Background: an optimization exercise with open tools, aiming at small area, a short achievable clock period and few clock cycles per item. Do not read the settings as production practice. Function was checked by simulation only, so behaviour that the tests miss may differ from the original.

run 1:
// lwe_keygen_top
module lwe_keygen_top #(
    parameter int unsigned                     Q         = 3329,
    parameter logic [lwe_regs_pkg::ADDR_W-1:0] BASE_ADDR = 32'h4000_6000
) (
    input  logic                            clk,
    input  logic                            rst_n,
    input  logic                            awvalid,
    output logic                            awready,
    input  logic [lwe_regs_pkg::ADDR_W-1:0] awaddr,
    input  logic                            wvalid,
    output logic                            wready,
    input  logic [lwe_regs_pkg::DATA_W-1:0] wdata,
    output logic                            bvalid,
    input  logic                            bready,
    output logic [1:0]                      bresp,
    input  logic                            arvalid,
    output logic                            arready,
    input  logic [lwe_regs_pkg::ADDR_W-1:0] araddr,
    output logic                            rvalid,
    input  logic                            rready,
    output logic [lwe_regs_pkg::DATA_W-1:0] rdata,
    output logic [1:0]                      rresp
);
export LEC_CHECK = 0
export CAP_MARGIN = 20
export CORE_MARGIN = 2
export CORE_UTILIZATION = 40
export PLACE_DENSITY = 0.6
export SETUP_SLACK_MARGIN = 1.5
export SLEW_MARGIN = 20
create_clock -name core_clock -period 30.0 [get_ports {clk}]
standard.sh (not shown) runs the stock make flow with config.mk's settings and CLKGATE_MAP_FILE= SYNTH_SCRIPT=/design/flow/synth_recipe.tcl, a recipe that flattens the netlist after the stock synthesis.
==> flow/flow/run.sh <==
#!/bin/bash
# The standard layout, with three changes made through ORFS variables:
# - the port buffers are buf_2 cells instead of the default delay buffers;
# - clock tree synthesis clusters up to 24 sinks per leaf buffer and adds no dummy loads;
# - the resizer's setup repair aims at 22.8 ns of slack on the 30 ns clock.
# Each tool's output goes to a log file in this folder.
set -euo pipefail
bash standard.sh \
  BUFFER_PORTS_ARGS="-buffer_cell sky130_fd_sc_hd__buf_2" \
  CTS_ARGS="-sink_clustering_enable -repair_clock_nets -dont_use_dummy_load -sink_clustering_size 24 -sink_clustering_max_diameter 120" \
  SETUP_SLACK_MARGIN=22.8 \
  finish > standard_finish.log 2>&1
Run 1 finished all stages; the layout is clean.
Testbench counts of run 1, summed over its fixed seeds: cycles 2,432, keygens 64.
Changes in run 2 relative to run 1:
==> flow/flow/run.sh <==
#!/bin/bash
# The standard layout, with three changes made through ORFS variables:
# - the port buffers are buf_2 cells instead of the default delay buffers;
# - clock tree synthesis clusters up to 24 sinks per leaf buffer and adds no dummy loads;
# - the resizer's setup repair aims at 23.0 ns of slack on the 30 ns clock.
# Each tool's output goes to a log file in this folder.
set -euo pipefail
bash standard.sh \
  BUFFER_PORTS_ARGS="-buffer_cell sky130_fd_sc_hd__buf_2" \
  CTS_ARGS="-sink_clustering_enable -repair_clock_nets -dont_use_dummy_load -sink_clustering_size 24 -sink_clustering_max_diameter 120" \
  SETUP_SLACK_MARGIN=23.0 \
  finish > standard_finish.log 2>&1
## What came out
Run 2 vs run 1 on depth of the worst register-to-register path: run 2 is the lower one.
Run 1 and run 2 ended up with nearly the same number of hold-repair buffers added at the cts stage.
Setup slack in run 2 is larger than in run 1.
Termination of the worst setup path = wready: run 2; termination of the worst setup path = rdata[2]: run 1
Taking run 1 as the reference, in run 2 met2 wire length increased by about 0.8% relative to the old numbers; met3 routing resource usage after global routing shows a reduction of 0.66 points.
## Diff of input files: run 3 against run 2
==> flow/flow/run.sh <==
#!/bin/bash
# The standard layout, with three changes made through ORFS variables:
# - the port buffers are buf_2 cells instead of the default delay buffers;
# - clock tree synthesis builds the tree of clkbuf_8 cells, clusters up to 16 sinks per leaf buffer and adds no dummy loads;
# - the resizer's setup repair aims at 23.0 ns of slack on the 30 ns clock.
# Each tool's output goes to a log file in this folder.
set -euo pipefail
bash standard.sh \
  BUFFER_PORTS_ARGS="-buffer_cell sky130_fd_sc_hd__buf_2" \
  CTS_ARGS="-sink_clustering_enable -repair_clock_nets -dont_use_dummy_load -sink_clustering_size 16 -sink_clustering_max_diameter 100 -buf_list sky130_fd_sc_hd__clkbuf_8" \
  SETUP_SLACK_MARGIN=23.0 \
  finish > standard_finish.log 2>&1
Results
- Run 3 finished every stage and its layout cleared the timing, design-rule and antenna checks.
- Higher setup slack among run 2 and run 3: run 2
- Measured against each other, run 2 and run 3 differ in hold slack, the higher figure coming from run 3.
- Diff run 3..run 2 | flip-flop and latch count | unchanged
- The final period utilization of run 3 and that of run 2 are within noise of each other.
- In run 3 relative to run 2, routed wire length had gone up slightly.
- In the reports for run 2 and run 3, the smaller number of CTS-inserted buffers belongs to run 2.

afterwards: timing with drivers on the ports:
The results above use ideal ports. As a check the final layouts listed here were re-extracted and re-timed, cells and wires unchanged. Step 1 assumes that a clkbuf_16 drives the clock port and a buf_2 every other input. Step 2 moves the port delays by t, midway between the first and last clock arrival at a register: inputs arrive t later, outputs are due t later. That takes back most of the time a late clock gives input paths. Slacks: no drivers / after step 1 / after step 2; pairs: no drivers / after step 1.
run	t (ns)	setup slack, ns	slew at the worst register clock pin (ns)
run 1	0.643	22.762 / 22.701 / 22.192	0.10 / 0.10
run 2	0.631	22.836 / 22.777 / 22.359	0.10 / 0.10
run 3	0.641	22.832 / 22.776 / 22.324	0.11 / 0.11
After both steps setup and hold are still met in every run listed. For run 1, which loses most, drivers alone change the setup slack by -0.061 ns; drivers and shift together by -0.570 ns.
